Context: an optimization exercise on an open-source flow, tuned for small area. The choices shown serve that exercise and are no tape-out recipe. At most, simulation tests tie the RTL to the original design; equivalence was not proved. Only the layout flow was run in run 2; the RTL was not checked for function there. Power is estimated from default activity; no workload was simulated.

## flow/design.v (module list and top-level ports; edited modules follow where they fit)
// module firFa: 10 lines
// module firHa: 9 lines
// module firHold: 9 lines
// module eegFirFilter: 1304 lines
module eegFirFilter (
    input logic clk,
    input logic reset,
    input logic [12:0] sampleIn,
    output logic [30:0] filterOut
);
  // ...
==> flow/flow/run.sh <==
#!/bin/bash
# Layout flow: the standard ORFS flow, with the port buffers made from the
# smallest buffer cell (every input and output port still gets its own buffer).
set -euo pipefail
bash standard.sh "BUFFER_PORTS_ARGS=-buffer_cell sky130_fd_sc_hd__buf_1" finish > standard_flow.log 2>&1
==> flow/standard.sh <==
#!/bin/bash
# synth_recipe.tcl (not shown) runs the flow's synth.tcl, then flattens the netlist and writes it again
# the make line also repeats each setting of config.mk as NAME=value (left out here)
make -C /OpenROAD-flow-scripts/flow DESIGN_CONFIG=/design/flow/config.mk WORK_HOME=/design/flow/orfs CLKGATE_MAP_FILE= SYNTH_SCRIPT=/design/flow/synth_recipe.tcl "${@:-finish}"
==> flow/config.mk <==
export PLATFORM = sky130hd
export DESIGN_NAME = eegFirFilter
export DESIGN_NICKNAME = eegFirFilter
export VERILOG_FILES = /design/flow/design.v
export SDC_FILE = /design/flow/constraint.sdc
export NUM_CORES = 4
export LEC_CHECK = 0
export ABC_AREA = 0
export CAP_MARGIN = 20
export CORE_MARGIN = 2
export CORE_UTILIZATION = 75
export CTS_BUF_LIST = sky130_fd_sc_hd__clkbuf_8
export CTS_CLUSTER_DIAMETER = 70
export CTS_CLUSTER_SIZE = 16
export PLACE_DENSITY = 0.85
export SLEW_MARGIN = 20
export SYNTH_HIERARCHICAL = 1
export SYNTH_MINIMUM_KEEP_SIZE = 0
==> flow/constraint.sdc <==
create_clock -name core_clock -period 6.0 [get_ports {clk}]
set_input_delay 1.2000 -clock core_clock [delete_from_list [all_inputs] [get_ports {clk}]]
set_output_delay 1.2000 -clock core_clock [all_outputs]
set_load 0.01 [all_outputs]
==> results list, run 1 <==
* Leakage: 7.918 nW
- Among all stages on the critical path, the largest delay is contributed by sky130_fd_sc_hd__fa_2.
- For this block, the via count after detailed routing is 8793.
* Async set or reset register ratio after synthesis: 0%
- Of the total standard cell area in the layout, the sequential portion is 36.70%.
- TritonCTS built the clock tree.
- Together, buffers and inverters on the worst path number 1.
- STA classifies the critical path endpoint as a flip-flop.
* R2r endpoint: r3_72
- Data arrival time of the worst path: 6.41 ns
* Worst-skew pair later-pin latency: 0.60 ns
* Total number of cells along the worst setup path: 12
* Dominant combinational cell family by area after synthesis: adder cells
- In the final design, more cell area goes to multi-input gates than to any other class.
* Mean instance size in the synthesized netlist: 14.88 um2
- Before CTS, the worst setup slack after placement is 0.02320 ns.
- Placeable core region: 21760 um2
* Global route overflow: 0
* FMAX: 0.1681 GHz
- Highest metal layer used by the detailed router: met4
- Proportion of cell area spent on the clock network: 2.112%
- Chip Width: 152.7 um
- Area enclosed by the die boundary: 23300 um2
* Result of the run: complete, no violations
- Critical Path Start: r2_5
* Initial antenna violation count: 0
- CTS built an H-tree with a depth of 1.
- Power density cells: 236.8 nW/um2
* Part of the total power dissipated in sequential elements: 54.8%
- By count the netlist is led by sky130_fd_sc_hd__fa_1 (348), sky130_fd_sc_hd__dfxtp_1 (319), sky130_fd_sc_hd__a22o_1 (204), sky130_fd_sc_hd__inv_1 (152), sky130_fd_sc_hd__ha_1 (44).
- Summing internal, switching and leakage power gives 4.124 mW.
- For the combinational group, total power comes out at 0.833 mW.
- Worst setup endpoint: r3_72
- Most repeated cell in the gate-level netlist after synthesis: sky130_fd_sc_hd__fa_1
* Sequential element share of the synthesized area: 38.53%
* First-pass GRT wire length: 52.76 mm
* Detailed-route wire length: 32.39 mm
- Counting the buffers created by CTS gives 24.
- ANT nets after route: 0
* Net switching power figure: 1.182 mW
- Number of cells in the finished layout apart from fillers: 1451
- Multi-input combinational cells in the finished layout were counted as 620.
- During tapcell insertion the tool placed 280 well taps.
==> inputs of run 2 (changes only) <==
--- a/flow/design.v
+++ b/flow/design.v
@@ -183,17 +183,16 @@
     logic r3_80;
     logic r3_81;
     logic r3_82;
     logic r3_83;
     logic r3_84;
     logic r3_85;
     logic r3_86;
     logic r3_87;
-    logic r3_88;
     always_ff @(posedge clk) begin
         v1 <= sampleIn[12] & ~reset;
         v2 <= v1 & ~reset;
         v3 <= v2 & ~reset;
         v4 <= v3 & ~reset;
     end
     always_ff @(posedge clk) begin
         d1[0] <= sampleIn[0];
@@ -934,24 +933,24 @@
     wire n343s, n343c;
     firFa u343 (.a(n342s), .b(n245), .c(n6s), .s(n343s), .co(n343c));
     wire n344s, n344c;
     firFa u344 (.a(n32s), .b(n329c), .c(n108s), .s(n344s), .co(n344c));
     wire n345s, n345c;
     firFa u345 (.a(n226s), .b(n330c), .c(n331c), .s(n345s), .co(n345c));
     wire n346s, n346c;
     firFa u346 (.a(n343s), .b(n344s), .c(n196s), .s(n346s), .co(n346c));
-    wire n347s, n347c;
-    firFa u347 (.a(n333c), .b(n345s), .c(n346s), .s(n347s), .co(n347c));
-    wire n348 = ~n335c;
+    wire n347 = ~n333c;
+    wire n348s, n348c;
+    firFa u348 (.a(n178s), .b(n332c), .c(n347), .s(n348s), .co(n348c));
     wire n349s, n349c;
-    firFa u349 (.a(n178s), .b(n332c), .c(n348), .s(n349s), .co(n349c));
-    wire n350 = ~n349s;
+    firFa u349 (.a(n345s), .b(n346s), .c(n335c), .s(n349s), .co(n349c));
+    wire n350 = ~n348s;
     wire n351s, n351c;
-    firFa u351 (.a(n347s), .b(n337c), .c(n350), .s(n351s), .co(n351c));
+    firFa u351 (.a(n350), .b(n337c), .c(n349s), .s(n351s), .co(n351c));
     wire n352 = ~w8[7];
     wire n353s, n353c;
     firFa u353 (.a(r2_41), .b(r2_42), .c(n352), .s(n353s), .co(n353c));
     wire n354 = ~n341c;
     wire n355s, n355c;
     firFa u355 (.a(n8s), .b(n354), .c(n353s), .s(n355s), .co(n355c));
     wire n356 = ~n204s;
     wire n357s, n357c;
@@ -964,20 +963,20 @@
     firFa u360 (.a(n33s), .b(n343c), .c(n109s), .s(n360s), .co(n360c));
     wire n361s, n361c;
     firFa u361 (.a(n228s), .b(n344c), .c(n248s), .s(n361s), .co(n361c));
     wire n362s, n362c;
     firFa u362 (.a(n345c), .b(n359s), .c(n360s), .s(n362s), .co(n362c));
     wire n363s, n363c;
     firFa u363 (.a(n198s), .b(n346c), .c(n361s), .s(n363s), .co(n363c));
     wire n364s, n364c;
-    firFa u364 (.a(n362s), .b(n347c), .c(n363s), .s(n364s), .co(n364c));
-    wire n365 = ~n364s;
+    firFa u364 (.a(n362s), .b(n349c), .c(n363s), .s(n364s), .co(n364c));
+    wire n365 = ~n351c;
     wire n366s, n366c;
-    firFa u366 (.a(n180s), .b(n349c), .c(n365), .s(n366s), .co(n366c));
+    firFa u366 (.a(n180s), .b(n348c), .c(n365), .s(n366s), .co(n366c));
     wire n367 = ~r2_44;
     wire n368s, n368c;
     firFa u368 (.a(n367), .b(r2_45), .c(w8[8]), .s(n368s), .co(n368c));
     wire n369s, n369c;
     firFa u369 (.a(n353c), .b(n9s), .c(n355c), .s(n369s), .co(n369c));
     wire n370s, n370c;
     firFa u370 (.a(n369s), .b(n258s), .c(n357c), .s(n370s), .co(n370c));
     wire n371 = ~n370s;
@@ -1022,248 +1021,250 @@
     firFa u393 (.a(n377c), .b(n391s), .c(n392s), .s(n393s), .co(n393c));
     wire n394 = ~w8[10];
     wire n395s, n395c;
     firFa u395 (.a(r2_50), .b(r2_51), .c(n394), .s(n395s), .co(n395c));
     wire n396s, n396c;
     firFa u396 (.a(n395s), .b(n9s), .c(n35s), .s(n396s), .co(n396c));
     wire n397s, n397c;
     firFa u397 (.a(n111s), .b(n232s), .c(n382c), .s(n397s), .co(n397c));
-    wire n398s, n398c;
-    firFa u398 (.a(n380c), .b(n184s), .c(n384c), .s(n398s), .co(n398c));
+    wire n398 = ~n396s;
     wire n399s, n399c;
-    firFa u399 (.a(n396s), .b(n397s), .c(n11s), .s(n399s), .co(n399c));
-    wire n400 = ~n398s;
+    firFa u399 (.a(n380c), .b(n184s), .c(n398), .s(n399s), .co(n399c));
+    wire n400 = ~n384c;
     wire n401s, n401c;
-    firFa u401 (.a(n400), .b(n386c), .c(n399s), .s(n401s), .co(n401c));
-    wire n402s, n402c;
-    firFa u402 (.a(n401s), .b(n262s), .c(n387c), .s(n402s), .co(n402c));
-    wire n403 = ~n402s;
+    firFa u401 (.a(n397s), .b(n400), .c(n11s), .s(n401s), .co(n401c));
+    wire n402 = ~n399s;
+    wire n403s, n403c;
+    firFa u403 (.a(n402), .b(n386c), .c(n401s), .s(n403s), .co(n403c));
     wire n404s, n404c;
-    firFa u404 (.a(n210s), .b(n403), .c(n389c), .s(n404s), .co(n404c));
-    wire n405s, n405c;
-    firHa u405 (.a(n176s), .b(n226s), .s(n405s), .co(n405c));
+    firFa u404 (.a(n403s), .b(n262s), .c(n387c), .s(n404s), .co(n404c));
+    wire n405 = ~n404s;
     wire n406s, n406c;
-    firFa u406 (.a(n390c), .b(n405s), .c(n254s), .s(n406s), .co(n406c));
+    firFa u406 (.a(n210s), .b(n405), .c(n389c), .s(n406s), .co(n406c));
     wire n407s, n407c;
-    firFa u407 (.a(n391c), .b(n392c), .c(n406s), .s(n407s), .co(n407c));
+    firHa u407 (.a(n176s), .b(n226s), .s(n407s), .co(n407c));
     wire n408s, n408c;
-    firFa u408 (.a(r2_53), .b(r2_54), .c(w8[11]), .s(n408s), .co(n408c));
+    firFa u408 (.a(n390c), .b(n407s), .c(n254s), .s(n408s), .co(n408c));
     wire n409s, n409c;
-    firFa u409 (.a(n408s), .b(n395c), .c(n10s), .s(n409s), .co(n409c));
+    firFa u409 (.a(n391c), .b(n392c), .c(n408s), .s(n409s), .co(n409c));
     wire n410s, n410c;
-    firFa u410 (.a(n36s), .b(n396c), .c(n112s), .s(n410s), .co(n410c));
+    firFa u410 (.a(r2_53), .b(r2_54), .c(w8[11]), .s(n410s), .co(n410c));
     wire n411s, n411c;
-    firFa u411 (.a(n234s), .b(n397c), .c(n409s), .s(n411s), .co(n411c));
-    wire n412 = ~n186s;
+    firFa u411 (.a(n410s), .b(n395c), .c(n10s), .s(n411s), .co(n411c));
+    wire n412s, n412c;
+    firFa u412 (.a(n36s), .b(n396c), .c(n112s), .s(n412s), .co(n412c));
     wire n413s, n413c;
-    firFa u413 (.a(n412), .b(n410s), .c(n204s), .s(n413s), .co(n413c));
-    wire n414s, n414c;
-    firFa u414 (.a(n399c), .b(n411s), .c(n413s), .s(n414s), .co(n414c));
-    wire n415 = ~n401c;
+    firFa u413 (.a(n234s), .b(n397c), .c(n411s), .s(n413s), .co(n413c));
+    wire n414 = ~n412s;
+    wire n415s, n415c;
+    firFa u415 (.a(n186s), .b(n414), .c(n399c), .s(n415s), .co(n415c));
     wire n416s, n416c;
-    firFa u416 (.a(n398c), .b(n13s), .c(n415), .s(n416s), .co(n416c));
-    wire n417s, n417c;
-    firFa u417 (.a(n414s), .b(n402c), .c(n264s), .s(n417s), .co(n417c));
+    firFa u416 (.a(n204s), .b(n401c), .c(n413s), .s(n416s), .co(n416c));
+    wire n417 = ~n403c;
     wire n418s, n418c;
-    firFa u418 (.a(n416s), .b(n212s), .c(n404c), .s(n418s), .co(n418c));
-    wire n419 = n418s ^ n417s;
-    wire n420 = n418s & ~n417s;
-    wire n421s, n421c;
-    firFa u421 (.a(n405c), .b(n178s), .c(n228s), .s(n421s), .co(n421c));
-    wire n422s, n422c;
-    firFa u422 (.a(r2_56), .b(r2_57), .c(r2_58), .s(n422s), .co(n422c));
+    firFa u418 (.a(n13s), .b(n415s), .c(n417), .s(n418s), .co(n418c));
+    wire n419s, n419c;
+    firFa u419 (.a(n416s), .b(n404c), .c(n264s), .s(n419s), .co(n419c));
+    wire n420s, n420c;
+    firFa u420 (.a(n418s), .b(n212s), .c(n406c), .s(n420s), .co(n420c));
+    wire n421 = n420s ^ n419s;
+    wire n422 = n420s & ~n419s;
     wire n423s, n423c;
-    firFa u423 (.a(n408c), .b(n422s), .c(n11s), .s(n423s), .co(n423c));
+    firFa u423 (.a(n407c), .b(n178s), .c(n228s), .s(n423s), .co(n423c));
     wire n424s, n424c;
-    firFa u424 (.a(n37s), .b(n409c), .c(n113s), .s(n424s), .co(n424c));
+    firFa u424 (.a(r2_56), .b(r2_57), .c(r2_58), .s(n424s), .co(n424c));
     wire n425s, n425c;
-    firFa u425 (.a(n236s), .b(n410c), .c(n256s), .s(n425s), .co(n425c));
+    firFa u425 (.a(n410c), .b(n424s), .c(n11s), .s(n425s), .co(n425c));
     wire n426s, n426c;
-    firFa u426 (.a(n411c), .b(n423s), .c(n424s), .s(n426s), .co(n426c));
+    firFa u426 (.a(n37s), .b(n411c), .c(n113s), .s(n426s), .co(n426c));
     wire n427s, n427c;
-    firFa u427 (.a(n206s), .b(n413c), .c(n425s), .s(n427s), .co(n427c));
+    firFa u427 (.a(n236s), .b(n412c), .c(n256s), .s(n427s), .co(n427c));
     wire n428s, n428c;
-    firFa u428 (.a(n426s), .b(n414c), .c(n427s), .s(n428s), .co(n428c));
+    firFa u428 (.a(n413c), .b(n425s), .c(n426s), .s(n428s), .co(n428c));
     wire n429s, n429c;
-    firFa u429 (.a(n13c), .b(n188s), .c(n416c), .s(n429s), .co(n429c));
+    firFa u429 (.a(n13c), .b(n188s), .c(n415c), .s(n429s), .co(n429c));
     wire n430s, n430c;
-    firFa u430 (.a(n428s), .b(n417c), .c(n214s), .s(n430s), .co(n430c));
-    wire n431s, n431c;
-    firFa u431 (.a(n429s), .b(n266s), .c(n418c), .s(n431s), .co(n431c));
-    wire n432 = ~r3_59;
+    firFa u430 (.a(n206s), .b(n427s), .c(n416c), .s(n430s), .co(n430c));
+    wire n431 = ~n428s;
+    wire n432s, n432c;
+    firFa u432 (.a(n431), .b(n429s), .c(n418c), .s(n432s), .co(n432c));
     wire n433s, n433c;
-    firFa u433 (.a(n432), .b(r3_60), .c(r3_61), .s(n433s), .co(n433c));
+    firFa u433 (.a(n430s), .b(n419c), .c(n214s), .s(n433s), .co(n433c));
     wire n434s, n434c;
-    firHa u434 (.a(n180s), .b(n230s), .s(n434s), .co(n434c));
-    wire n435s, n435c;
-    firFa u435 (.a(r2_62), .b(r2_63), .c(n422c), .s(n435s), .co(n435c));
+    firFa u434 (.a(n432s), .b(n266s), .c(n420c), .s(n434s), .co(n434c));
+    wire n435 = ~r3_59;
     wire n436s, n436c;
-    firFa u436 (.a(n435s), .b(n423c), .c(n114s), .s(n436s), .co(n436c));
+    firFa u436 (.a(n435), .b(r3_60), .c(r3_61), .s(n436s), .co(n436c));
     wire n437s, n437c;
-    firFa u437 (.a(n238s), .b(n424c), .c(n258s), .s(n437s), .co(n437c));
-    wire n438 = ~n425c;
+    firHa u437 (.a(n180s), .b(n230s), .s(n437s), .co(n437c));
+    wire n438s, n438c;
+    firFa u438 (.a(r2_62), .b(r2_63), .c(n424c), .s(n438s), .co(n438c));
     wire n439s, n439c;
-    firFa u439 (.a(n13s), .b(n39s), .c(n438), .s(n439s), .co(n439c));
+    firFa u439 (.a(n438s), .b(n425c), .c(n114s), .s(n439s), .co(n439c));
     wire n440s, n440c;
-    firFa u440 (.a(n426c), .b(n436s), .c(n190s), .s(n440s), .co(n440c));
-    wire n441s, n441c;
-    firFa u441 (.a(n208s), .b(n427c), .c(n437s), .s(n441s), .co(n441c));
+    firFa u440 (.a(n238s), .b(n426c), .c(n258s), .s(n440s), .co(n440c));
+    wire n441 = ~n427c;
     wire n442s, n442c;
-    firFa u442 (.a(n440s), .b(n428c), .c(n441s), .s(n442s), .co(n442c));
-    wire n443 = ~n442s;
-    wire n444s, n444c;
-    firFa u444 (.a(n439s), .b(n429c), .c(n443), .s(n444s), .co(n444c));
-    wire n445 = ~n430c;
-    wire n446s, n446c;
-    firFa u446 (.a(n444s), .b(n268s), .c(n445), .s(n446s), .co(n446c));
-    wire n447 = ~r3_64;
-    wire n448s, n448c;
-    firFa u448 (.a(n447), .b(r3_65), .c(r3_66), .s(n448s), .co(n448c));
+    firFa u442 (.a(n13s), .b(n39s), .c(n441), .s(n442s), .co(n442c));
+    wire n443s, n443c;
+    firFa u443 (.a(n428c), .b(n439s), .c(n190s), .s(n443s), .co(n443c));
+    wire n444 = ~n429c;
+    wire n445s, n445c;
+    firFa u445 (.a(n208s), .b(n444), .c(n440s), .s(n445s), .co(n445c));
+    wire n446 = ~n442s;
+    wire n447s, n447c;
+    firFa u447 (.a(n446), .b(n430c), .c(n443s), .s(n447s), .co(n447c));
+    wire n448 = ~n432c;
     wire n449s, n449c;
-    firHa u449 (.a(n433c), .b(n448s), .s(n449s), .co(n449c));
+    firFa u449 (.a(n445s), .b(n448), .c(n447s), .s(n449s), .co(n449c));
     wire n450s, n450c;
-    firHa u450 (.a(r2_67), .b(n435c), .s(n450s), .co(n450c));
-    wire n451s, n451c;
-    firFa u451 (.a(n182s), .b(n232s), .c(n450s), .s(n451s), .co(n451c));
-    wire n452 = ~n451s;
+    firFa u450 (.a(n449s), .b(n433c), .c(n216s), .s(n450s), .co(n450c));
+    wire n451 = ~r3_66;
+    wire n452s, n452c;
+    firFa u452 (.a(r3_64), .b(r3_65), .c(n451), .s(n452s), .co(n452c));
     wire n453s, n453c;
-    firFa u453 (.a(n452), .b(n13c), .c(n39c), .s(n453s), .co(n453c));
+    firHa u453 (.a(n436c), .b(n452s), .s(n453s), .co(n453c));
     wire n454s, n454c;
-    firFa u454 (.a(n436c), .b(n260s), .c(n437c), .s(n454s), .co(n454c));
+    firHa u454 (.a(r2_67), .b(n438c), .s(n454s), .co(n454c));
     wire n455s, n455c;
-    firFa u455 (.a(n453s), .b(n240s), .c(n439c), .s(n455s), .co(n455c));
-    wire n456s, n456c;
-    firFa u456 (.a(n116s), .b(n192s), .c(n440c), .s(n456s), .co(n456c));
+    firFa u455 (.a(n182s), .b(n232s), .c(n454s), .s(n455s), .co(n455c));
+    wire n456 = ~n455s;
     wire n457s, n457c;
-    firFa u457 (.a(n210s), .b(n441c), .c(n454s), .s(n457s), .co(n457c));
+    firFa u457 (.a(n456), .b(n13c), .c(n39c), .s(n457s), .co(n457c));
     wire n458s, n458c;
-    firFa u458 (.a(n456s), .b(n442c), .c(n457s), .s(n458s), .co(n458c));
-    wire n459 = ~n458s;
+    firFa u458 (.a(n439c), .b(n260s), .c(n440c), .s(n458s), .co(n458c));
+    wire n459s, n459c;
+    firFa u459 (.a(n457s), .b(n240s), .c(n442c), .s(n459s), .co(n459c));
     wire n460s, n460c;
-    firFa u460 (.a(n455s), .b(n459), .c(n444c), .s(n460s), .co(n460c));
+    firFa u460 (.a(n116s), .b(n192s), .c(n443c), .s(n460s), .co(n460c));
     wire n461s, n461c;
-    firFa u461 (.a(r3_68), .b(r3_69), .c(r3_70), .s(n461s), .co(n461c));
-    wire n462 = ~r3_71;
+    firFa u461 (.a(n210s), .b(n458s), .c(n445c), .s(n461s), .co(n461c));
+    wire n462 = ~n459s;
     wire n463s, n463c;
-    firFa u463 (.a(n462), .b(n461s), .c(n448c), .s(n463s), .co(n463c));
+    firFa u463 (.a(n462), .b(n447c), .c(n460s), .s(n463s), .co(n463c));
     wire n464s, n464c;
-    firHa u464 (.a(n449c), .b(n463s), .s(n464s), .co(n464c));
+    firFa u464 (.a(n461s), .b(n449c), .c(n463s), .s(n464s), .co(n464c));
     wire n465s, n465c;
-    firHa u465 (.a(n450c), .b(n184s), .s(n465s), .co(n465c));
-    wire n466s, n466c;
-    firFa u466 (.a(n234s), .b(n451c), .c(n465s), .s(n466s), .co(n466c));
+    firFa u465 (.a(r3_68), .b(r3_69), .c(r3_70), .s(n465s), .co(n465c));
+    wire n466 = ~n465s;
     wire n467s, n467c;
-    firFa u467 (.a(n466s), .b(n192c), .c(n262s), .s(n467s), .co(n467c));
+    firFa u467 (.a(r3_71), .b(n466), .c(n452c), .s(n467s), .co(n467c));
     wire n468s, n468c;
-    firFa u468 (.a(n453c), .b(n242s), .c(n455c), .s(n468s), .co(n468c));
+    firHa u468 (.a(n453c), .b(n467s), .s(n468s), .co(n468c));
     wire n469s, n469c;
-    firFa u469 (.a(n454c), .b(n456c), .c(n457c), .s(n469s), .co(n469c));
-    wire n470 = ~n467s;
+    firHa u469 (.a(n454c), .b(n184s), .s(n469s), .co(n469c));
+    wire n470s, n470c;
+    firFa u470 (.a(n234s), .b(n455c), .c(n469s), .s(n470s), .co(n470c));
     wire n471s, n471c;
-    firFa u471 (.a(n118s), .b(n470), .c(n468s), .s(n471s), .co(n471c));
+    firFa u471 (.a(n470s), .b(n192c), .c(n262s), .s(n471s), .co(n471c));
     wire n472s, n472c;
-    firFa u472 (.a(n212s), .b(n458c), .c(n469s), .s(n472s), .co(n472c));
-    wire n473 = ~n472s;
-    wire n474s, n474c;
-    firFa u474 (.a(n471s), .b(n473), .c(n460c), .s(n474s), .co(n474c));
+    firFa u472 (.a(n457c), .b(n242s), .c(n459c), .s(n472s), .co(n472c));
+    wire n473s, n473c;
+    firFa u473 (.a(n458c), .b(n460c), .c(n471s), .s(n473s), .co(n473c));
+    wire n474 = ~n461c;
     wire n475s, n475c;
-    firFa u475 (.a(r3_72), .b(n271), .c(n461c), .s(n475s), .co(n475c));
-    wire n476 = ~r3_73;
-    wire n477s, n477c;
-    firFa u477 (.a(n476), .b(n475s), .c(n463c), .s(n477s), .co(n477c));
+    firFa u475 (.a(n118s), .b(n474), .c(n472s), .s(n475s), .co(n475c));
+    wire n476s, n476c;
+    firFa u476 (.a(n212s), .b(n463c), .c(n473s), .s(n476s), .co(n476c));
+    wire n477 = ~n475s;
     wire n478s, n478c;
-    firHa u478 (.a(n464c), .b(n477s), .s(n478s), .co(n478c));
-    wire n479s, n479c;
-    firHa u479 (.a(n465c), .b(n186s), .s(n479s), .co(n479c));
+    firFa u478 (.a(n477), .b(n464c), .c(n476s), .s(n478s), .co(n478c));
+    wire n479 = ~n271;
     wire n480s, n480c;
-    firFa u480 (.a(n236s), .b(n466c), .c(n479s), .s(n480s), .co(n480c));
-    wire n481s, n481c;
-    firFa u481 (.a(n480s), .b(n119), .c(n467c), .s(n481s), .co(n481c));
-    wire n482 = ~n264s;
-    wire n483s, n483c;
-    firFa u483 (.a(n243), .b(n468c), .c(n482), .s(n483s), .co(n483c));
-    wire n484s, n484c;
-    firFa u484 (.a(n471c), .b(n214s), .c(n483s), .s(n484s), .co(n484c));
+    firFa u480 (.a(r3_72), .b(r3_73), .c(n479), .s(n480s), .co(n480c));
+    wire n481 = ~n467c;
+    wire n482s, n482c;
+    firFa u482 (.a(n465c), .b(n480s), .c(n481), .s(n482s), .co(n482c));
+    wire n483 = n468c ^ n482s;
+    wire n484 = n468c & ~n482s;
     wire n485s, n485c;
-    firFa u485 (.a(n469c), .b(n481s), .c(n472c), .s(n485s), .co(n485c));
-    wire n486 = ~r3_75;
+    firHa u485 (.a(n469c), .b(n186s), .s(n485s), .co(n485c));
+    wire n486s, n486c;
+    firFa u486 (.a(n236s), .b(n470c), .c(n485s), .s(n486s), .co(n486c));
     wire n487s, n487c;
-    firFa u487 (.a(r3_74), .b(n486), .c(r3_76), .s(n487s), .co(n487c));
-    wire n488 = ~n272;
+    firFa u487 (.a(n486s), .b(n119), .c(n471c), .s(n487s), .co(n487c));
+    wire n488 = ~n264s;
     wire n489s, n489c;
-    firFa u489 (.a(n488), .b(n487s), .c(n475c), .s(n489s), .co(n489c));
+    firFa u489 (.a(n243), .b(n472c), .c(n488), .s(n489s), .co(n489c));
     wire n490s, n490c;
-    firFa u490 (.a(n489s), .b(n477c), .c(n478c), .s(n490s), .co(n490c));
+    firFa u490 (.a(n475c), .b(n214s), .c(n489s), .s(n490s), .co(n490c));
     wire n491s, n491c;
-    firHa u491 (.a(n479c), .b(n188s), .s(n491s), .co(n491c));
-    wire n492s, n492c;
-    firFa u492 (.a(n238s), .b(n480c), .c(n491s), .s(n492s), .co(n492c));
-    wire n493 = ~n120;
+    firFa u491 (.a(n473c), .b(n487s), .c(n476c), .s(n491s), .co(n491c));
+    wire n492 = ~r3_74;
+    wire n493s, n493c;
+    firFa u493 (.a(n492), .b(r3_75), .c(r3_76), .s(n493s), .co(n493c));
     wire n494s, n494c;
-    firFa u494 (.a(n492s), .b(n244), .c(n493), .s(n494s), .co(n494c));
-    wire n495 = ~n483c;
+    firFa u494 (.a(n272), .b(n493s), .c(n480c), .s(n494s), .co(n494c));
+    wire n495 = ~n484;
     wire n496s, n496c;
-    firFa u496 (.a(n481c), .b(n494s), .c(n495), .s(n496s), .co(n496c));
+    firFa u496 (.a(n494s), .b(n482c), .c(n495), .s(n496s), .co(n496c));
     wire n497s, n497c;
-    firFa u497 (.a(n266s), .b(n216s), .c(n484c), .s(n497s), .co(n497c));
-    wire n498 = ~r3_79;
-    wire n499s, n499c;
-    firFa u499 (.a(r3_77), .b(r3_78), .c(n498), .s(n499s), .co(n499c));
-    wire n500 = ~n499s;
-    wire n501s, n501c;
-    firFa u501 (.a(n487c), .b(n500), .c(n489c), .s(n501s), .co(n501c));
+    firHa u497 (.a(n485c), .b(n188s), .s(n497s), .co(n497c));
+    wire n498s, n498c;
+    firFa u498 (.a(n238s), .b(n486c), .c(n497s), .s(n498s), .co(n498c));
+    wire n499 = ~n120;
+    wire n500s, n500c;
+    firFa u500 (.a(n498s), .b(n244), .c(n499), .s(n500s), .co(n500c));
+    wire n501 = ~n489c;
     wire n502s, n502c;
-    firHa u502 (.a(n501s), .b(n490c), .s(n502s), .co(n502c));
-    wire n503 = n190s ^ n240s;
-    wire n504 = n190s | n240s;
+    firFa u502 (.a(n487c), .b(n500s), .c(n501), .s(n502s), .co(n502c));
+    wire n503s, n503c;
+    firFa u503 (.a(n266s), .b(n216s), .c(n490c), .s(n503s), .co(n503c));
+    wire n504 = ~r3_79;
     wire n505s, n505c;
-    firFa u505 (.a(n491c), .b(n492c), .c(n503), .s(n505s), .co(n505c));
+    firFa u505 (.a(r3_77), .b(r3_78), .c(n504), .s(n505s), .co(n505c));
     wire n506s, n506c;
-    firFa u506 (.a(n505s), .b(n494c), .c(n496c), .s(n506s), .co(n506c));
-    wire n507s, n507c;
-    firFa u507 (.a(r3_80), .b(r3_71), .c(r3_81), .s(n507s), .co(n507c));
-    wire n508 = ~n507s;
-    wire n509s, n509c;
-    firFa u509 (.a(r3_82), .b(n508), .c(n499c), .s(n509s), .co(n509c));
-    wire n510 = ~n509s;
+    firFa u506 (.a(n493c), .b(n505s), .c(n494c), .s(n506s), .co(n506c));
+    wire n507 = n506s ^ n496c;
+    wire n508 = n506s | n496c;
+    wire n509 = n190s ^ n240s;
+    wire n510 = n190s | n240s;
     wire n511s, n511c;
-    firFa u511 (.a(n510), .b(n501c), .c(n502c), .s(n511s), .co(n511c));
+    firFa u511 (.a(n497c), .b(n498c), .c(n509), .s(n511s), .co(n511c));
     wire n512s, n512c;
-    firFa u512 (.a(n504), .b(n192s), .c(n242s), .s(n512s), .co(n512c));
+    firFa u512 (.a(n511s), .b(n500c), .c(n502c), .s(n512s), .co(n512c));
     wire n513s, n513c;
-    firFa u513 (.a(r3_83), .b(r3_73), .c(r3_69), .s(n513s), .co(n513c));
-    wire n514 = ~n507c;
+    firFa u513 (.a(r3_64), .b(r3_69), .c(r3_80), .s(n513s), .co(n513c));
+    wire n514 = ~n513s;
     wire n515s, n515c;
-    firFa u515 (.a(r3_84), .b(r3_85), .c(n514), .s(n515s), .co(n515c));
-    wire n516 = ~n513s;
+    firFa u515 (.a(r3_81), .b(n514), .c(n505c), .s(n515s), .co(n515c));
+    wire n516s, n516c;
+    firFa u516 (.a(n515s), .b(n506c), .c(n508), .s(n516s), .co(n516c));
     wire n517s, n517c;
-    firFa u517 (.a(n516), .b(n509c), .c(n515s), .s(n517s), .co(n517c));
-    wire n518 = n511c ^ n517s;
-    wire n519 = n511c & ~n517s;
+    firFa u517 (.a(n510), .b(n192s), .c(n242s), .s(n517s), .co(n517c));
+    wire n518s, n518c;
+    firFa u518 (.a(r3_82), .b(r3_72), .c(r3_71), .s(n518s), .co(n518c));
+    wire n519 = ~n513c;
     wire n520s, n520c;
-    firFa u520 (.a(n192c), .b(n243), .c(n512c), .s(n520s), .co(n520c));
-    wire n521s, n521c;
-    firFa u521 (.a(r3_86), .b(n271), .c(n513c), .s(n521s), .co(n521c));
-    wire n522 = ~n521s;
-    wire n523s, n523c;
-    firFa u523 (.a(n522), .b(n515c), .c(n517c), .s(n523s), .co(n523c));
-    wire n524 = n519 ^ n523s;
-    wire n525 = n519 & ~n523s;
-    wire n526 = ~r3_88;
-    wire n527s, n527c;
-    firFa u527 (.a(r3_87), .b(n526), .c(n272), .s(n527s), .co(n527c));
-    wire n528 = ~n521c;
-    wire n529s, n529c;
-    firFa u529 (.a(n527s), .b(n528), .c(n523c), .s(n529s), .co(n529c));
-    wire n530 = n525 ^ n529s;
-    wire n531 = n525 & ~n529s;
-    wire n532 = ~n531;
-    wire n533s, n533c;
-    firFa u533 (.a(n527c), .b(n529c), .c(n532), .s(n533s), .co(n533c));
+    firFa u520 (.a(r3_83), .b(r3_84), .c(n519), .s(n520s), .co(n520c));
+    wire n521 = ~n518s;
+    wire n522s, n522c;
+    firFa u522 (.a(n521), .b(n515c), .c(n520s), .s(n522s), .co(n522c));
+    wire n523 = n522s ^ n516c;
+    wire n524 = n522s | n516c;
+    wire n525s, n525c;
+    firFa u525 (.a(n192c), .b(n243), .c(n517c), .s(n525s), .co(n525c));
+    wire n526s, n526c;
+    firFa u526 (.a(r3_85), .b(n271), .c(n518c), .s(n526s), .co(n526c));
+    wire n527 = ~n526s;
+    wire n528s, n528c;
+    firFa u528 (.a(n527), .b(n520c), .c(n522c), .s(n528s), .co(n528c));
+    wire n529 = n528s ^ n524;
+    wire n530 = n528s | n524;
+    wire n531 = ~r3_87;
+    wire n532s, n532c;
+    firFa u532 (.a(r3_86), .b(n531), .c(n272), .s(n532s), .co(n532c));
+    wire n533 = ~n526c;
+    wire n534s, n534c;
+    firFa u534 (.a(n532s), .b(n533), .c(n528c), .s(n534s), .co(n534c));
+    wire n535 = n534s ^ n530;
+    wire n536 = n534s | n530;
+    wire n537s, n537c;
+    firFa u537 (.a(n532c), .b(n534c), .c(n536), .s(n537s), .co(n537c));
     always_ff @(posedge clk) begin
         r2_0 <= n7c;
         r2_1 <= n20c;
         r2_2 <= n33c;
         r2_3 <= n46c;
         r2_4 <= n59c;
         r2_5 <= n72c;
         r2_6 <= n85c;
@@ -1299,82 +1300,81 @@
         r3_36 <= r2_35;
         r2_37 <= n325c;
         r2_38 <= n327c;
         r2_39 <= n339s;
         r3_40 <= n341s;
         r2_41 <= n351s;
         r2_42 <= n339c;
         r3_43 <= n357s;
-        r2_44 <= n351c;
+        r2_44 <= n364s;
         r2_45 <= n366s;
         r3_46 <= n372s;
         r2_47 <= n378s;
         r2_48 <= n366c;
         r3_49 <= n389s;
         r2_50 <= n378c;
         r2_51 <= n393s;
-        r3_52 <= n404s;
+        r3_52 <= n406s;
         r2_53 <= n393c;
-        r2_54 <= n407s;
-        r3_55 <= n419;
-        r2_56 <= n421s;
-        r2_57 <= n406c;
-        r2_58 <= n407c;
-        r3_59 <= n430s;
-        r3_60 <= n420;
-        r3_61 <= n431s;
-        r2_62 <= n421c;
-        r2_63 <= n434s;
-        r3_64 <= n216s;
-        r3_65 <= n431c;
-        r3_66 <= n446s;
-        r2_67 <= n434c;
-        r3_68 <= n460s;
-        r3_69 <= n270s;
-        r3_70 <= n446c;
-        r3_71 <= n218s;
-        r3_72 <= n474s;
-        r3_73 <= n218c;
-        r3_74 <= n484s;
-        r3_75 <= n485s;
-        r3_76 <= n474c;
-        r3_77 <= n496s;
-        r3_78 <= n485c;
-        r3_79 <= n497s;
-        r3_80 <= n268s;
-        r3_81 <= n497c;
-        r3_82 <= n506s;
-        r3_83 <= n512s;
-        r3_84 <= n505c;
-        r3_85 <= n506c;
-        r3_86 <= n520s;
-        r3_87 <= n244;
-        r3_88 <= n520c;
+        r2_54 <= n409s;
+        r3_55 <= n421;
+        r2_56 <= n423s;
+        r2_57 <= n408c;
+        r2_58 <= n409c;
+        r3_59 <= n433s;
+        r3_60 <= n422;
+        r3_61 <= n434s;
+        r2_62 <= n423c;
+        r2_63 <= n437s;
+        r3_64 <= n268s;
+        r3_65 <= n434c;
+        r3_66 <= n450s;
+        r2_67 <= n437c;
+        r3_68 <= n464s;
+        r3_69 <= n218s;
+        r3_70 <= n450c;
+        r3_71 <= n270s;
+        r3_72 <= n218c;
+        r3_73 <= n478s;
+        r3_74 <= n490s;
+        r3_75 <= n478c;
+        r3_76 <= n491s;
+        r3_77 <= n502s;
+        r3_78 <= n491c;
+        r3_79 <= n503s;
+        r3_80 <= n503c;
+        r3_81 <= n512s;
+        r3_82 <= n517s;
+        r3_83 <= n511c;
+        r3_84 <= n512c;
+        r3_85 <= n525s;
+        r3_86 <= n244;
+        r3_87 <= n525c;
     end
     logic [23:0] sum;
     assign sum[0] = ~r3_26;
     assign sum[1] = r3_28;
     assign sum[2] = ~r3_30;
     assign sum[3] = r3_32;
     assign sum[4] = r3_34;
     assign sum[5] = r3_36;
     assign sum[6] = r3_40;
     assign sum[7] = ~r3_43;
     assign sum[8] = r3_46;
     assign sum[9] = r3_49;
     assign sum[10] = r3_52;
     assign sum[11] = ~r3_55;
-    assign sum[12] = n433s;
-    assign sum[13] = n449s;
-    assign sum[14] = n464s;
-    assign sum[15] = n478s;
-    assign sum[16] = n490s;
-    assign sum[17] = n502s;
-    assign sum[18] = n511s;
-    assign sum[19] = ~n518;
-    assign sum[20] = ~n524;
-    assign sum[21] = ~n530;
-    assign sum[22] = ~n533s;
-    assign sum[23] = n533c;
+    assign sum[12] = n436s;
+    assign sum[13] = n453s;
+    assign sum[14] = n468s;
+    assign sum[15] = ~n483;
+    assign sum[16] = ~n496s;
+    assign sum[17] = n507;
+    assign sum[18] = ~n516s;
+    assign sum[19] = n523;
+    assign sum[20] = n529;
+    assign sum[21] = n535;
+    assign sum[22] = ~n537s;
+    assign sum[23] = n537c;
     assign filterOut = {v4, outCount == 5'd17, {6{sum[23]}}, sum[22:0]};
 endmodule
 `default_nettype wire
==> results list, run 2 <==
- Result of the run: complete, no violations (unchanged).
* R2r endpoint: r3_73 (was r3_72)
* Crit Path Category: flip-flop to flip-flop (unchanged)
* Count of buffers inserted at the top-level ports: 45 (unchanged)
- The violation count after the first detailed-routing iteration is 874 (was 724).
- Most common library cells after synthesis: sky130_fd_sc_hd__fa_1 (348), sky130_fd_sc_hd__dfxtp_1 (318), sky130_fd_sc_hd__a22o_1 (204), sky130_fd_sc_hd__inv_1 (161), sky130_fd_sc_hd__ha_1 (44) (was sky130_fd_sc_hd__fa_1 (348), sky130_fd_sc_hd__dfxtp_1 (319), sky130_fd_sc_hd__a22o_1 (204), sky130_fd_sc_hd__inv_1 (152), sky130_fd_sc_hd__ha_1 (44)).
- The worst setup skew after layout came to 0.04239 ns (was 0.04173 ns).
- Die height: 152.7 um (about the same)
- Number of iterations in the first detailed-routing pass: 5 (unchanged)
- The total power per unit cell area came to 241.4 nW/um2 (was 236.8 nW/um2).
* Initial core utilization: 76.24% (was 76.18%)
- The horizontal die dimension came to 152.7 um (about the same).
- Rows: 54 (unchanged)
- Number of failing setup endpoints in the final timing report: 0 (unchanged)
- Setup slack on the worst flop-to-flop path: 0.1 ns (was 0.05 ns)
- Initial antenna violation count: 0 (unchanged)
* Worst r2r src: w5[7] (was r2_5)
* Antenna fix cells: 0 (unchanged)
- The worst-case headroom to the max-slew limit came to 32.71% (was 28.74%).
- The number of buffers added by the clock tree synthesis step came to 24 (unchanged).
* Number of nets produced by synthesis: 1529 (was 1521)
- The area added between synthesis and finish came to 5.287% (was 5.103%).
- Cell area after technology mapping: 16590 um2 (was 16570 um2)
- Top area cells in the synthesized netlist: sky130_fd_sc_hd__fa_1 (42%), sky130_fd_sc_hd__dfxtp_1 (38%), sky130_fd_sc_hd__a22o_1 (11%), sky130_fd_sc_hd__inv_1 (3.6%), sky130_fd_sc_hd__ha_1 (3.3%) (was sky130_fd_sc_hd__fa_1 (42%), sky130_fd_sc_hd__dfxtp_1 (39%), sky130_fd_sc_hd__a22o_1 (11%), sky130_fd_sc_hd__inv_1 (3.4%), sky130_fd_sc_hd__ha_1 (3.3%)).
- Pin count of the biggest net entering global routing: 86 (was 103)
* Least-Margin Pin Slew: 1.007 ns (was 1.067 ns)
- Max Root-Sink Buffers: 3 (unchanged)
- Unrepaired setup endpoints after global routing: yes (unchanged).
* Async set or reset register ratio after synthesis: 0% (unchanged)
- The total negative setup slack is 0 ns (unchanged).
* I/O pins: 46 (unchanged)
- The full die area came to 23320 um2 (was 23300 um2).
- First-pass GRT wire length: 52.92 mm (was 52.76 mm)
* Overall global routing resource usage: 29.57% (was 29.50%)
* Endpoint kind of the worst setup timing path: flip-flop (unchanged)
* Setup crit start kind: flip-flop (unchanged)
- The vias per cell came to 6.191 (was 6.060).
- The H-tree depth came to 1 (unchanged).
- Maximum fanout encountered on the critical timing path: 3 (was 2)
- The synthesized area per cell is 14.78 um2 (was 14.88 um2).
- ANT nets after route: 0 (unchanged)
- Ratio of cells with drive above 1 in the final layout: 4.835% (was 5.295%)
- The most common flop cell mapped by yosys is sky130_fd_sc_hd__dfxtp_1 (unchanged).
- The core area was 21760 um2 (unchanged).
* Cell count after placement: 1429 (was 1422)
- The class of the most critical hold timing path is flip-flop to flip-flop (unchanged).
* Sequential element share of the synthesized area: 38.38% (was 38.53%)
- The minimum clock period came to 5.904 ns (was 5.948 ns).
* Worst setup endpoint: r3_73 (was r3_72)
* Total placed instance area: 17010 um2 (was 17000 um2)
- The largest voltage drop on the vdd net was 0.2013 mV (was 0.2176 mV).
- Final weighted congestion in routability-driven placement: 0.9427 (was 0.9560)
- Fraction of the cycle the final worst path needs: 98.40% (was 99.13%)
- Post-synth EDFFs: 0 (unchanged)
* Vias after detailed routing: 9033 (was 8793)
- Cell variety after synth: 20 (was 19)
- The leading area contributor after synthesis is sky130_fd_sc_hd__fa_1 (unchanged).
- The share of Yosys cell area claimed by the top area cell type is 42.00% (was 42.04%).
- The count of mapped cells out of synthesis was 1122 (was 1114).
- The critical-path cell with the highest stage delay was sky130_fd_sc_hd__fa_1 (was sky130_fd_sc_hd__fa_2).
- Average wire per cell in the routed design: 22.66 um (was 22.32 um)
- The commonest non-fill, non-tap cell in the layout was sky130_fd_sc_hd__fa_1 (unchanged).
- The number of nets in the layout was 1584 (was 1576).
* Detailed-route wire length: 33.06 mm (was 32.39 mm)
- The data arrival time of the critical path is 6.36 ns (was 6.41 ns).
- Global route overflow: 0 (unchanged)
* Critical Path Start: w5[7] (was r2_5)
* Synthesis-stage register bit count: 318 (was 319)
- The maximum cell stage delay along the critical path was 0.66 ns (was 0.65 ns).
- Commonest cells after routing, fill and taps aside: sky130_fd_sc_hd__fa_1 (336), sky130_fd_sc_hd__dfxtp_1 (316), sky130_fd_sc_hd__a22o_1 (204) (was sky130_fd_sc_hd__fa_1 (333), sky130_fd_sc_hd__dfxtp_1 (314), sky130_fd_sc_hd__a22o_1 (204))
- Crit path cell chain: fa_1 > fa_1 > fa_1 > fa_1 > fa_1 > fa_1 > fa_2 > fa_1 > fa_1 > fa_1 > fa_1 (was fa_1 > fa_1 > fa_1 > fa_2 > fa_1 > fa_2 > fa_1 > fa_1 > fa_1 > fa_1 > inv_1 > fa_1).
- Detailed-placement wirelength estimate: 26.45 mm (was 25.43 mm)
- The most numerous cell in the Yosys netlist is sky130_fd_sc_hd__fa_1 (unchanged).
* Worst-skew pair later-pin latency: 0.60 ns (about the same)
- The maximum clock rate was 0.1694 GHz (was 0.1681 GHz).
- The residual DRC count came to 0 (unchanged).
- Worst path most repeated cell: sky130_fd_sc_hd__fa_1 (unchanged)
- Final std cell area, no fill: 17460 um2 (was 17420 um2)
- CTS sink cnt: 318 (was 319)
- The buffer type at the clock tree root was sky130_fd_sc_hd__clkbuf_8 (unchanged).
- The static leakage is 7.966 nW (was 7.918 nW).
- The number of warning messages in the yosys log came to 14 (unchanged).
- Data required time at the worst endpoint: 6.46 ns (about the same)
- The path depth of the worst reg2reg path was 11 (was 12).
- The clock-pin slew on the worst setup and hold paths is 0.10 ns (about the same).
- The number of global-route vias before repair is 9881 (was 9897).
- The reported max-cap violation count was 0 (unchanged).
- The filler-free cell count of the finished design was 1459 (was 1451).
* Final number of max-transition violations: 0 (unchanged)
- Final hold violation count: 0 (unchanged)
* Clock tree from TritonCTS: built (unchanged)
[run 2: routing by layer]
metal  global-route usage [%]  routed length (um)  vias to the layer above
met4                    7.319                 731                        0
met5                        0                   0                        -
met2                    45.53               15710                      379
met1                    43.79               13700                     4812
li1                         -                   -                     3785
met3                    7.309                2923                       57
[run 2: power by group]
part / switching [mW] / internal (mW)
clock network: 0.680 / 0.415
registers: 0.0361 / 2.22
logic: 0.507 / 0.361
total: 1.22 / 2.99
[run 2: critical path: cells and delay by family (launching register included)]
kind       cells  cell delay [ns]
fa+ha+maj     11             5.40
flops          1             0.35
[run 2: how the worst min path moves through the flow]
stage	end	start	depth (start not counted)
2_1_floorplan	d2[10]	d1[10]	0
3_3_place_gp	r3_36	r2_35	0
3_5_place_dp	r3_26	r2_25	0
4_1_cts	d2[11]	d1[11]	0
5_1_grt	d2[7]	d1[7]	0
6_report	d2[11]	d1[11]	0
[run 2: layout make-up]
cell class	count	area, um2
Tap cell	280	350.3
Fill cell	1151	4292
Inverter	161	604.3
Sequential cell	318	6369
Multi-Input combinational cell	619	9503
Clock buffer	24	330.3
Clock inverter	4	65.06
Timing Repair Buffer	53	242.7
[run 2: what timing repair did]
action | CTS | global route
hold buffers | 0 | 0
endpoints found under the setup margin | 0 | 12
buffers inserted | 0 | 1
resized for setup | 0 | 16
[run 2: kinds of logic (layout without fill, tap and decap cells)]
group | Yosys count | in the layout | share of synthesized area, %
xor+xnor | 3 | 3 | 0.1584
buf+inv | 185 | 242 | 4.692
compound gates | 207 | 207 | 10.91
flops | 318 | 318 | 38.38
fa+ha+maj | 392 | 392 | 45.32
simple gates | 17 | 17 | 0.5432
[run 2: Yosys stat by module (local to each module, per instance)]
module	flip-flops and latches	cells inside	cell area, um2	times used
eegFirFilter	318	548	7566	1
firFa	0	1	20.02	347
firHa	0	1	12.51	23
firHold	0	1	8.758	204
[run 2: through the flow]
step	util [%]	hold slack, ns	worst slack, ns	power [mW]
after floorplan	-	0.3096	0.2307	3.053
after global placement	78.17	0.3102	0.1422	3.101
after detailed placement	78.17	0.3139	0.06218	3.178
after CTS	79.99	0.3353	0.03913	4.256
after global routing	80.27	0.3426	-0.02015	4.460
final	80.27	0.3331	0.09609	4.216

[port drivers added, routing unchanged]
In the flow no input, the clock included, has a driving cell. The finished layouts below were timed again as built, in two steps. Step 1, drivers: a clkbuf_16 drives clk and a buf_2 each remaining input, both assumed. Step 2 also shifts input and output timing later by t, the mid clock arrival at the registers, as if the neighbouring blocks saw the same clock. a / b / c = ideal / step 1 / step 2; a / b = the first two.
| run | t, ns | setup slack, ns | clock arrival spread, ns | worst data-port slew with drivers (ns) |
|---|---|---|---|---|
| run 1 | 0.626 | 0.052 / 0.052 / 0.052 | 0.041 / 0.042 | 0.03 |
| run 2 | 0.622 | 0.096 / 0.096 / 0.096 | 0.042 / 0.042 | 0.03 |
After both steps setup and hold are still met in every run listed.
